Background: an optimization exercise with open tools, aiming at small area, a short achievable clock period and few clock cycles per item. Do not read the settings as production practice. The RTL was checked by simulation tests, not by an equivalence proof against the original design. Power and IR drop assume default switching activity.

== job 4597 ==
==> module isq_mem, before the edit <==
module isq_mem #(
  parameter int DEPTH = 16,
  parameter int WIDTH = 32
) (
  input  wire logic                   clk_i,
  input  wire logic [DEPTH-1:0]       sel_new_i,
  input  wire logic [DEPTH-1:0]       sel_left_i,
  input  wire logic [DEPTH-1:0]       sel_right_i,
  input  wire logic [WIDTH-1:0]       wdata_i,
  output logic      [DEPTH*WIDTH-1:0] data_o
);
  logic [DEPTH*WIDTH-1:0] mem_q;
  logic [DEPTH*WIDTH-1:0] left, right;
  assign left  = {mem_q[(DEPTH-1)*WIDTH-1:0], wdata_i};
  assign right = {mem_q[DEPTH*WIDTH-1 -: WIDTH], mem_q[DEPTH*WIDTH-1:WIDTH]};
  always_ff @(posedge clk_i) begin
    for (int i = 0; i < DEPTH; i++) begin
      if (sel_new_i[i] || sel_left_i[i] || sel_right_i[i]) begin
        mem_q[i*WIDTH +: WIDTH] <= ({WIDTH{sel_new_i[i]}}   & wdata_i)
                                 | ({WIDTH{sel_left_i[i]}}  & left[i*WIDTH +: WIDTH])
                                 | ({WIDTH{sel_right_i[i]}} & right[i*WIDTH +: WIDTH]);
      end
    end
  end
  assign data_o = mem_q;
endmodule
clock: 6.0 ns
lec_check: 0
cap_margin: 20
core_margin: 2
core_utilization: 40
slew_margin: 20
run.sh (not shown) runs the stock make flow with config.mk's settings and CLKGATE_MAP_FILE= SYNTH_SCRIPT=/design/flow/synth_recipe.tcl, a recipe that flattens the netlist after the stock synthesis.
Testbench counts of job 4597, summed over its fixed seeds: cycles 6,416, items 6,400.
What job 3462 does differently from job 4597 at the input level:
--- a/flow/design.v
+++ b/flow/design.v
@@ -34,15 +34,16 @@
 );
   logic [DEPTH*WIDTH-1:0] mem_q;
   logic [DEPTH*WIDTH-1:0] left, right;
+  logic [DEPTH-1:0]       sel_hold;
+  assign sel_hold = ~(sel_new_i | sel_left_i | sel_right_i);
   assign left  = {mem_q[(DEPTH-1)*WIDTH-1:0], wdata_i};
   assign right = {mem_q[DEPTH*WIDTH-1 -: WIDTH], mem_q[DEPTH*WIDTH-1:WIDTH]};
   always_ff @(posedge clk_i) begin
     for (int i = 0; i < DEPTH; i++) begin
-      if (sel_new_i[i] || sel_left_i[i] || sel_right_i[i]) begin
-        mem_q[i*WIDTH +: WIDTH] <= ({WIDTH{sel_new_i[i]}}   & wdata_i)
-                                 | ({WIDTH{sel_left_i[i]}}  & left[i*WIDTH +: WIDTH])
-                                 | ({WIDTH{sel_right_i[i]}} & right[i*WIDTH +: WIDTH]);
-      end
+      mem_q[i*WIDTH +: WIDTH] <= ({WIDTH{sel_hold[i]}}    & mem_q[i*WIDTH +: WIDTH])
+                               | ({WIDTH{sel_new_i[i]}}   & wdata_i)
+                               | ({WIDTH{sel_left_i[i]}}  & left[i*WIDTH +: WIDTH])
+                               | ({WIDTH{sel_right_i[i]}} & right[i*WIDTH +: WIDTH]);
     end
   end
   assign data_o = mem_q;
==> comparison <==
- Wire length reported by the detailed router: job 3462 vs job 4597 up 3900 um
- Diff job 4597 -> job 3462: clock skew after layout has remained practically unchanged; leakage power fell by about 6.5%; total DRC errors in the routed layout has remained practically unchanged; maximum frequency saw a decrease; number of buffers inserted during clock tree synthesis now smaller.
- Against job 4597 as the reference, job 3462 delivers a lower final RePlAce weighted congestion.
- Clock network power share, job 3462 and job 4597: higher on job 4597
- In job 3462 the power per cell area turned out 14% higher than in job 4597.
- Of job 3462 and job 4597, it is job 3462 that has the higher clock power.
- In job 3462 relative to job 4597, standard cell area after detailed placement had gone down by a little under 10%.
- Comparing maximum cell stage delay along the critical path for job 3462 and job 4597, the bigger number came from job 4597.
- multi-input combinational cells as the biggest cell category by area in the final layout was reported by job 3462, and registers by job 4597.
- Relative to job 4597, the detailed route wirelength on metal2 measured on job 3462 has increased by a few percent.
- Re sequential cell count: no difference whatsoever between job 3462 and job 4597.
Testbench counts of job 3462, summed over its fixed seeds: cycles 6,416, items 6,400.


Another version of the RTL of indexed_sequence_store_core (not shown whole).
Size: roughly 4100 cells after synthesis, roughly 670 flip-flops, roughly 120 I/O pins, about 37000 sq um of cells after synthesis.
clock: 6.0 ns
lec_check: 0
cap_margin: 20
core_margin: 2
core_utilization: 40
cts_cluster_diameter: 80
cts_cluster_size: 20
setup_slack_margin: 3.5
slew_margin: 20
synth_hierarchical: 1
synth_minimum_keep_size: 0
tns_end_percent: 0
standard.sh (not shown) runs the stock make flow with config.mk's settings and CLKGATE_MAP_FILE= SYNTH_SCRIPT=/design/flow/synth_recipe.tcl, a recipe that flattens the netlist after the stock synthesis.
==> flow/flow/run.sh <==
#!/bin/bash
# The standard layout (the standard.sh, standard synthesis included), with
# plain buf_2 cells as the port buffers instead of the flow's default choice.
set -euo pipefail
bash standard.sh "BUFFER_PORTS_ARGS=-buffer_cell sky130_fd_sc_hd__buf_2" finish > standard_flow.log 2>&1
Testbench counts at the start, summed over its fixed seeds: cycles 6,416, items 6,400.
==> next run, changes <==
--- a/flow/design.v
+++ b/flow/design.v
@@ -155,21 +155,20 @@
   logic                  dec_ins, dec_pop, dec_rmv, dec_find;
   logic [LIST_DEPTH-1:0] dec_mask;
   logic [LIST_DEPTH-1:0] len_q;
   logic [CntW-1:0]       len_bin_q;
   logic [VALUE_BITS-1:0] back_q;
   logic [LIST_DEPTH*VALUE_BITS-1:0] ent;
   logic [LIST_DEPTH-1:0] sel_hold, sel_new, sel_left, sel_right;
   logic                  rsp_valid_q;
   isq_pkg::status_e      status_q, status_d;
   logic [CntW-1:0]       found_q, found_d;
-  logic                  found_v_q;   
   logic                  go;
   logic                  apply;
   logic                  req_free;
   logic                  in_take;
   assign req_ready_o = !skid_v_q;
   assign in_take     = req_valid_i && !skid_v_q;
   assign go          = rsp_ready_i || !rsp_valid_q;
   assign apply       = req_v_q && go;
   assign req_free    = !req_v_q || go;
   assign src_type  = skid_v_q ? skid_type_q  : req_type_i;
@@ -283,20 +282,21 @@
   );
   always_comb begin
     for (int i = 0; i < LIST_DEPTH; i++) begin
       hitv[i] = (ent[i*VALUE_BITS +: VALUE_BITS] == value_q) || !len_q[i];
     end
     hitv[LIST_DEPTH] = 1'b1;
     found_d = CntW'(LIST_DEPTH);
     for (int i = LIST_DEPTH-1; i >= 0; i--) begin
       if (hitv[i]) found_d = CntW'(i);
     end
+    if (!find_q) found_d = '0;
   end
   always_comb begin
     status_d = ST_OK;
     if (ins_q && full) status_d = ST_FULL;
     else if (pop_q && !len_q[0]) status_d = ST_EMPTY;
     else if (rmv_q && !rmv_in) status_d = ST_BADPOS;
   end
   always_comb begin
     len_nx     = len_q;
     len_bin_nx = len_bin_q;
@@ -329,22 +329,21 @@
       len_bin_q   <= len_bin_nx;
     end
   end
   always_ff @(posedge clk_i) begin
     if (go) begin
       back_q <= back_nx;
     end
     if (apply) begin
       status_q <= status_d;
       found_q  <= found_d;
-      found_v_q <= find_q;
     end
   end
   assign rsp_valid_o          = rsp_valid_q;
   assign rsp_status_o         = status_q;
-  assign rsp_found_position_o = found_q & {CntW{found_v_q}};
+  assign rsp_found_position_o = found_q;
   assign rsp_front_value_o    = ent[VALUE_BITS-1:0];
   assign rsp_back_value_o     = back_q;
   assign rsp_length_o         = len_bin_q;
   assign rsp_is_empty_o       = !len_q[0];
 endmodule
 `default_nettype wire
After rerunning: Worst hold slack hardly moves. Power climbs by 0.63%. Global-route usage drops by 0.72 points. Final cell count climbs by 0.46%. First-iteration DRC count climbs by about 11%. Setup slack is about the same. Register-to-register slack barely changes. Clock-buffer cell count drops by 3. Via count climbs by 0.93%. Die area climbs by 0.43%.
Testbench counts after the change, summed over its fixed seeds: cycles 6,416, items 6,400.


indexed_sequence_store_core with an RTL version that a note above also has.
For scale: ~4100 cells after synthesis, roughly 670 flip-flops.
clock: 6.0 ns
lec_check: 0
cap_margin: 20
core_margin: 2
core_utilization: 40
setup_slack_margin: 3.5
slew_margin: 20
synth_hierarchical: 1
synth_minimum_keep_size: 0
tns_end_percent: 0
Scripts as last shown in full above: flow/flow/run.sh
Testbench counts at the start, summed over its fixed seeds: cycles 6,416, items 6,400.
Rerun with:
--- a/flow/design.v
+++ b/flow/design.v
@@ -154,22 +154,23 @@
   logic [PosW-1:0]       src_pos;
   logic                  dec_ins, dec_pop, dec_rmv, dec_find;
   logic [LIST_DEPTH-1:0] dec_mask;
   logic [LIST_DEPTH-1:0] len_q;
   logic [CntW-1:0]       len_bin_q;
   logic [VALUE_BITS-1:0] back_q;
   logic [LIST_DEPTH*VALUE_BITS-1:0] ent;
   logic [LIST_DEPTH-1:0] sel_hold, sel_new, sel_left, sel_right;
   logic                  rsp_valid_q;
   isq_pkg::status_e      status_q, status_d;
   logic [CntW-1:0]       found_q, found_d;
+  logic                  found_v_q;   
   logic                  go;
   logic                  apply;
   logic                  req_free;
   logic                  in_take;
   assign req_ready_o = !skid_v_q;
   assign in_take     = req_valid_i && !skid_v_q;
   assign go          = rsp_ready_i || !rsp_valid_q;
   assign apply       = req_v_q && go;
   assign req_free    = !req_v_q || go;
   assign src_type  = skid_v_q ? skid_type_q  : req_type_i;
   assign src_value = skid_v_q ? skid_value_q : req_value_i;
@@ -281,23 +282,22 @@
     .data_o      (ent)
   );
   always_comb begin
     for (int i = 0; i < LIST_DEPTH; i++) begin
       hitv[i] = (ent[i*VALUE_BITS +: VALUE_BITS] == value_q) || !len_q[i];
     end
     hitv[LIST_DEPTH] = 1'b1;
     found_d = CntW'(LIST_DEPTH);
     for (int i = LIST_DEPTH-1; i >= 0; i--) begin
       if (hitv[i]) found_d = CntW'(i);
     end
-    if (!find_q) found_d = '0;
   end
   always_comb begin
     status_d = ST_OK;
     if (ins_q && full) status_d = ST_FULL;
     else if (pop_q && !len_q[0]) status_d = ST_EMPTY;
     else if (rmv_q && !rmv_in) status_d = ST_BADPOS;
   end
   always_comb begin
     len_nx     = len_q;
     len_bin_nx = len_bin_q;
     back_nx    = back_q;
@@ -328,22 +328,23 @@
       len_q       <= len_nx;
       len_bin_q   <= len_bin_nx;
     end
   end
   always_ff @(posedge clk_i) begin
     if (go) begin
       back_q <= back_nx;
     end
     if (apply) begin
       status_q <= status_d;
       found_q  <= found_d;
+      found_v_q <= find_q;
     end
   end
   assign rsp_valid_o          = rsp_valid_q;
   assign rsp_status_o         = status_q;
-  assign rsp_found_position_o = found_q;
+  assign rsp_found_position_o = found_q & {CntW{found_v_q}};
   assign rsp_front_value_o    = ent[VALUE_BITS-1:0];
   assign rsp_back_value_o     = back_q;
   assign rsp_length_o         = len_bin_q;
   assign rsp_is_empty_o       = !len_q[0];
 endmodule
 `default_nettype wire
The changed run completed with no timing, DRC or antenna violations. Power falls by 0.33%. Wire length rises by 1.9%. Critical path depth rises by 1. Die area falls by 0.43%. Hold slack barely changes. Non-clock buffer count falls by 12.
Testbench counts after the change, summed over its fixed seeds: cycles 6,416, items 6,400.

## afterwards: timing with drivers on the ports
In the flow no input, the clock included, has a driving cell. The finished layouts below were timed again as built, in two steps. Step 1 assumes that a clkbuf_16 drives the clock port and a buf_2 every other input. Step 2, shift: input delay + t, output delay - t, t = (earliest + latest rising clock arrival at the registers) / 2. This alone moves slack from input paths to output paths. a / b / c = no drivers / after step 1 / after step 2; a / b = the first two.
run	t (ns)	slack for setup (ns)	hold slack, ns	worst register clock-pin slew, ns
job 4597	0.702	1.165 / 1.098 / 1.800	0.473 / 0.473 / 0.473	0.07 / 0.07
job 3462	0.695	0.864 / 0.796 / 1.328	0.470 / 0.470 / 0.470	0.06 / 0.06
the first run of note 2	0.723	3.232 / 3.195 / 2.889	0.472 / 0.472 / 0.472	0.10 / 0.10
the second run of note 2	0.716	3.230 / 3.226 / 2.683	0.475 / 0.475 / 0.475	0.10 / 0.10
the first run of note 3	0.722	3.143 / 3.143 / 2.712	0.470 / 0.470 / 0.470	0.07 / 0.07
the second run of note 3	0.744	3.271 / 3.254 / 2.741	0.470 / 0.470 / 0.470	0.07 / 0.07
After both steps setup and hold are still met in every run listed. For the second run of note 2, which loses most, drivers alone change the setup slack by -0.004 ns; drivers and shift together by -0.547 ns.
